What follows belongs to an exercise in optimizing a design on an open flow for small area and a short achievable clock period; a production flow would make more cautious choices. In this exercise RTL edits were held to simulation tests only and were not proved equivalent to the original. Power figures rest on the tool's default switching activity, not on a simulated workload.

harbor:
==> flow/design.v <==
module mem_responder #(
  parameter int DEPTH   = 64,
  parameter int LATENCY = 2
) (
  input  logic        clk,
  input  logic        reset,
  input  logic        req_valid,
  output logic        req_ready,
  input  logic        req_we,
  input  logic [31:0] req_addr,
  input  logic [31:0] req_wdata,
  output logic        resp_valid,
  input  logic        resp_ready,
  output logic [31:0] resp_rdata,
  output logic        resp_err
);
  localparam int AW = $clog2(DEPTH);
  logic          busy_q, wait_q, resp_q, wr_q;
  logic          we_q, err_q;
  logic [DEPTH-1:0] sel_q;
  logic [31:0]   wdata_q, rdata_q;
  logic [31:0]   mem [DEPTH];
  logic          idle, err_in;
  logic [DEPTH-1:0] sel_in, sel;
  logic [31:0]   rd;
  logic          rd_ok;
  assign idle       = !busy_q;
  assign req_ready  = !busy_q & reset;
  assign resp_valid = resp_q;
  assign resp_rdata = rdata_q;
  assign resp_err   = err_q;
  assign rd_ok  = !(we_q | err_q);   
  assign err_in = (req_addr[1:0] != 2'b00) || (req_addr[31:AW+2] != '0);
  always_comb begin
    for (int i = 0; i < DEPTH; i++) sel_in[i] = (req_addr[AW+1:2] == AW'(i));
  end
  always_ff @(posedge clk or negedge reset) begin
    if (!reset) begin
      busy_q <= 1'b0;
      wait_q <= 1'b0;
      resp_q <= 1'b0;
      wr_q   <= 1'b0;
    end else begin
      busy_q <= busy_q ? !(resp_q & resp_ready) : req_valid;
      wait_q <= !busy_q & req_valid;
      resp_q <= wait_q | (resp_q & !resp_ready);
      wr_q   <= !busy_q & req_valid & req_we & !err_in;
    end
  end
  always_ff @(posedge clk) begin
    if (idle) err_q <= err_in;
  end
  always_ff @(posedge clk) begin
    we_q    <= req_we;
    sel_q   <= sel_in;
    wdata_q <= req_wdata;
  end
  assign sel = sel_q;
  for (genvar b = 0; b < 32; b++) begin : g_bit
    logic [DEPTH-1:0] col;
    logic [7:0]       p;
    logic [3:0]       q;
    for (genvar i = 0; i < DEPTH; i++) begin : g_col
      assign col[i] = mem[i][b];
    end
    for (genvar k = 0; k < 8; k++) begin : g_g
      mem_responder_or8 u_grp (.d(col[8*k+:8]), .s(sel[8*k+:8]), .y(p[k]));
    end
    for (genvar k = 0; k < 4; k++) begin : g_n
      mem_responder_or2 u_or (.a(p[2*k+:2]), .y(q[k]));
    end
    mem_responder_oa41 u_out (.a(q), .b(rd_ok), .y(rd[b]));
  end
  always_ff @(posedge clk) begin
    if (wait_q) rdata_q <= rd;
  end
  always_ff @(posedge clk) begin
    for (int i = 0; i < DEPTH; i++)
      if (wr_q & sel[i]) mem[i] <= wdata_q;
  end
endmodule
module mem_responder_or8 (
  input  logic [7:0] d,
  input  logic [7:0] s,
  output logic       y
);
  assign y = |(d & s);
endmodule
module mem_responder_oa41 (
  input  logic [3:0] a,
  input  logic       b,
  output logic       y
);
  assign y = (|a) & b;
endmodule
module mem_responder_or2 (
  input  logic [1:0] a,
  output logic       y
);
  assign y = |a;
endmodule
==> flow/config.mk <==
export PLATFORM = sky130hd
export DESIGN_NAME = mem_responder
export DESIGN_NICKNAME = mem_responder
export VERILOG_FILES = /design/flow/design.v
export SDC_FILE = /design/flow/constraint.sdc
export NUM_CORES = 4
export LEC_CHECK = 0
export CAP_MARGIN = 20
export CORE_MARGIN = 2
export CORE_UTILIZATION = 60
export CTS_CLUSTER_DIAMETER = 80
export CTS_CLUSTER_SIZE = 26
export PLACE_DENSITY = 0.7
export SETUP_SLACK_MARGIN = 2.85
export SLEW_MARGIN = 20
export SYNTH_HIERARCHICAL = 1
==> flow/constraint.sdc <==
create_clock -name core_clock -period 5.0 [get_ports {clk}]
set_input_delay 1.0000 -clock core_clock [delete_from_list [all_inputs] [get_ports {clk}]]
set_output_delay 1.0000 -clock core_clock [all_outputs]
set_load 0.01 [all_outputs]
standard.sh (not shown) runs the stock make flow with config.mk's settings and CLKGATE_MAP_FILE= SYNTH_SCRIPT=/design/flow/synth_recipe.tcl, a recipe that flattens the netlist after the stock synthesis.
==> flow/flow/run.sh <==
#!/bin/bash
# The standard layout (standard.sh, unchanged synthesis and steps) with a
# few resizer/placement/CTS settings changed:
#  - the port buffers are plain buf_2 cells instead of the delay cells that
#    buffer_ports picks by default;
#  - gate sizing may change a cell's footprint (MATCH_CELL_FOOTPRINT=0);
#  - after the placement-stage repair_design, flow/place_hook.tcl moves each
#    output port's buffer next to the cell driving it, and puts the flip-flop
#    reset pins behind their own buffer; detailed placement then legalizes;
#  - clock tree synthesis (26-sink clusters, as config.mk says) adds no dummy
#    load cells (-dont_use_dummy_load).
# make's output goes to flow_make.log; each ORFS step keeps its own log under
# orfs/logs.
set -euo pipefail
here=$(pwd)
export BUFFER_PORTS_ARGS="-buffer_cell sky130_fd_sc_hd__buf_2"
export POST_RESIZE_TCL="$here/flow/place_hook.tcl"
export CTS_ARGS="-sink_clustering_enable -repair_clock_nets -sink_clustering_size 26 -sink_clustering_max_diameter 80 -dont_use_dummy_load"
if ! bash standard.sh MATCH_CELL_FOOTPRINT=0 finish > flow_make.log 2>&1; then
  tail -50 flow_make.log
  exit 1
fi
tail -20 flow_make.log
Other scripts of this flow, unchanged in this note and not shown: flow/flow/place_hook.tcl
harbor: flow completed, timing, DRC and antenna clean
Here is what was changed in the inputs of lagoon compared with harbor.
--- a/flow/flow/run.sh
+++ b/flow/flow/run.sh
@@ -8,5 +8,5 @@
 #    output port's buffer next to the cell driving it, and puts the flip-flop
 #    reset pins behind their own buffer; detailed placement then legalizes;
-#  - clock tree synthesis (26-sink clusters, as config.mk says) adds no dummy
+#  - clock tree synthesis (24-sink clusters, as config.mk says) adds no dummy
 #    load cells (-dont_use_dummy_load).
 # make's output goes to flow_make.log; each ORFS step keeps its own log under
@@ -16,5 +16,5 @@
 export BUFFER_PORTS_ARGS="-buffer_cell sky130_fd_sc_hd__buf_2"
 export POST_RESIZE_TCL="$here/flow/place_hook.tcl"
-export CTS_ARGS="-sink_clustering_enable -repair_clock_nets -sink_clustering_size 26 -sink_clustering_max_diameter 80 -dont_use_dummy_load"
+export CTS_ARGS="-sink_clustering_enable -repair_clock_nets -sink_clustering_size 24 -sink_clustering_max_diameter 80 -dont_use_dummy_load"
 if ! bash standard.sh MATCH_CELL_FOOTPRINT=0 finish > flow_make.log 2>&1; then
   tail -50 flow_make.log
--- a/flow/config.mk
+++ b/flow/config.mk
@@ -10,7 +10,7 @@
 export CORE_UTILIZATION = 60
 export CTS_CLUSTER_DIAMETER = 80
-export CTS_CLUSTER_SIZE = 26
+export CTS_CLUSTER_SIZE = 24
 export PLACE_DENSITY = 0.7
-export SETUP_SLACK_MARGIN = 2.85
+export SETUP_SLACK_MARGIN = 2.75
 export SLEW_MARGIN = 20
 export SYNTH_HIERARCHICAL = 1
Notes after the runs:
Achievable clock frequency (lagoon vs. harbor) decreases slightly
Delta (lagoon minus harbor): initial antenna violation count moved up, power density over the cells moved up, total non-filler cell area in the finished layout level.
In the flow results for lagoon and harbor, the data arrival at the endpoint of the critical path is larger on lagoon.
The wire length of the first global-routing pass number comes out higher for lagoon vs harbor.
Higher clock share of power goes to lagoon over harbor.
#### Input delta (cedar over lagoon)
--- a/flow/config.mk
+++ b/flow/config.mk
@@ -8,8 +8,8 @@
 export CAP_MARGIN = 20
 export CORE_MARGIN = 2
-export CORE_UTILIZATION = 60
+export CORE_UTILIZATION = 65
 export CTS_CLUSTER_DIAMETER = 80
 export CTS_CLUSTER_SIZE = 24
-export PLACE_DENSITY = 0.7
+export PLACE_DENSITY = 0.75
 export SETUP_SLACK_MARGIN = 2.75
 export SLEW_MARGIN = 20
==> summary.txt <==
[compare] base=lagoon new=cedar: die width shows a reduction of 3.9%; relative contribution of the clock network to total power shows a reduction of 0.3 points; post-route core utilization shows an increase of 5.2 points; layout cell share with drive strength beyond 1 shows a reduction of 0.45 points.
On cedar: register-to-register setup slack is 200 ps lower than what lagoon gave.
The worst slack at placement in cedar was higher than what lagoon gave.
Fraction of area in registers was higher in the run labelled cedar.
Of lagoon and cedar, the higher final cycle utilization of the critical path belongs to cedar.
Diff lagoon and cedar: all-layer global routing usage lower in lagoon
Input changes introduced in indigo (baseline for comparison: cedar):
--- a/flow/flow/run.sh
+++ b/flow/flow/run.sh
@@ -8,5 +8,5 @@
 #    output port's buffer next to the cell driving it, and puts the flip-flop
 #    reset pins behind their own buffer; detailed placement then legalizes;
-#  - clock tree synthesis (24-sink clusters, as config.mk says) adds no dummy
+#  - clock tree synthesis (30-sink clusters, as config.mk says) adds no dummy
 #    load cells (-dont_use_dummy_load).
 # make's output goes to flow_make.log; each ORFS step keeps its own log under
@@ -16,5 +16,5 @@
 export BUFFER_PORTS_ARGS="-buffer_cell sky130_fd_sc_hd__buf_2"
 export POST_RESIZE_TCL="$here/flow/place_hook.tcl"
-export CTS_ARGS="-sink_clustering_enable -repair_clock_nets -sink_clustering_size 24 -sink_clustering_max_diameter 80 -dont_use_dummy_load"
+export CTS_ARGS="-sink_clustering_enable -repair_clock_nets -sink_clustering_size 30 -sink_clustering_max_diameter 80 -dont_use_dummy_load"
 if ! bash standard.sh MATCH_CELL_FOOTPRINT=0 finish > flow_make.log 2>&1; then
   tail -50 flow_make.log
--- a/flow/config.mk
+++ b/flow/config.mk
@@ -8,9 +8,9 @@
 export CAP_MARGIN = 20
 export CORE_MARGIN = 2
-export CORE_UTILIZATION = 65
+export CORE_UTILIZATION = 55
 export CTS_CLUSTER_DIAMETER = 80
-export CTS_CLUSTER_SIZE = 24
-export PLACE_DENSITY = 0.75
-export SETUP_SLACK_MARGIN = 2.75
+export CTS_CLUSTER_SIZE = 30
+export PLACE_DENSITY = 0.65
+export SETUP_SLACK_MARGIN = 2.85
 export SLEW_MARGIN = 20
 export SYNTH_HIERARCHICAL = 1
==> summary.txt <==
Every run (cedar and indigo) finished clean.
Of the two candidates, cedar has the worse minimum period implied by the final worst setup slack and indigo the better one.
indigo — combinational power about 3.5% higher, cedar as reference
cedar → indigo: clock insertion delay at the later pin of the skew report went up; non-clock buffer count went up.
On total routing usage reported by global routing, the higher figure sits with cedar, not indigo.
Looking at overall die area, indigo sits above cedar.
Side by side, number of global-route vias before repair turned out lower in indigo than in cedar.
Across both runs, achievable clock frequency was higher for indigo than for cedar.
What quartz does differently from indigo at the input level:
--- a/flow/flow/run.sh
+++ b/flow/flow/run.sh
@@ -8,5 +8,5 @@
 #    output port's buffer next to the cell driving it, and puts the flip-flop
 #    reset pins behind their own buffer; detailed placement then legalizes;
-#  - clock tree synthesis (30-sink clusters, as config.mk says) adds no dummy
+#  - clock tree synthesis (24-sink clusters, as config.mk says) adds no dummy
 #    load cells (-dont_use_dummy_load).
 # make's output goes to flow_make.log; each ORFS step keeps its own log under
@@ -16,5 +16,5 @@
 export BUFFER_PORTS_ARGS="-buffer_cell sky130_fd_sc_hd__buf_2"
 export POST_RESIZE_TCL="$here/flow/place_hook.tcl"
-export CTS_ARGS="-sink_clustering_enable -repair_clock_nets -sink_clustering_size 30 -sink_clustering_max_diameter 80 -dont_use_dummy_load"
+export CTS_ARGS="-sink_clustering_enable -repair_clock_nets -sink_clustering_size 24 -sink_clustering_max_diameter 80 -dont_use_dummy_load"
 if ! bash standard.sh MATCH_CELL_FOOTPRINT=0 finish > flow_make.log 2>&1; then
   tail -50 flow_make.log
--- a/flow/config.mk
+++ b/flow/config.mk
@@ -8,8 +8,8 @@
 export CAP_MARGIN = 20
 export CORE_MARGIN = 2
-export CORE_UTILIZATION = 55
+export CORE_UTILIZATION = 60
 export CTS_CLUSTER_DIAMETER = 80
-export CTS_CLUSTER_SIZE = 30
-export PLACE_DENSITY = 0.65
+export CTS_CLUSTER_SIZE = 24
+export PLACE_DENSITY = 0.7
 export SETUP_SLACK_MARGIN = 2.85
 export SLEW_MARGIN = 20
==> comparison <==
The more densely filled core belongs to quartz, not indigo. Compared with indigo, in quartz count of inverters other than clock inverters in the layout held steady, average routed wire per standard cell up 1.2%, final critical-path share of the clock period now sits lower. Between indigo and quartz, total detailed-routing wirelength decreased. quartz: full flow OK, the timing, DRC and antenna checks passed. Delta (quartz minus indigo): final-stage net count roughly the same; aggregate global-route resource usage +1.8 points; sequential share of power down 0.6 points. The estimated power of quartz ends up higher than the estimate for indigo. Clock skew ends up higher on indigo. quartz vs indigo, final cell count went down by 156.

==> afterwards: timing with drivers on the ports <==
No port has a modelled driver above. Below, the same layouts with a new extraction and two added sets of constraints.
Step 1 (the two cells are an assumption about what drives the block):
set clk [get_ports {clk}]
set_driving_cell -lib_cell sky130_fd_sc_hd__clkbuf_16 $clk
set_driving_cell -lib_cell sky130_fd_sc_hd__buf_2 [delete_from_list [all_inputs] $clk]
Step 2 times the ports against the registers' clock, not the clock port: input delays grow and output delays shrink by t, the midpoint of the rising clock arrivals with the driver on.
Three values: ideal, step 1, step 2; two values: the first two.
| run | t, ns | setup WS [ns] | worst setup path at the end |
|---|---|---|---|
| harbor | 0.781 | 2.671 / 2.592 / 2.567 | input to register |
| lagoon | 0.789 | 2.646 / 2.564 / 2.573 | input to register |
| cedar | 0.777 | 2.526 / 2.526 / 2.526 | register to register |
| indigo | 0.814 | 2.577 / 2.495 / 2.564 | input to register |
| quartz | 0.786 | 2.656 / 2.579 / 2.603 | input to register |
After both steps every run listed still meets setup and hold. The setup slack of harbor, which loses most, moves by -0.079 ns with the drivers and by -0.104 ns with both steps.
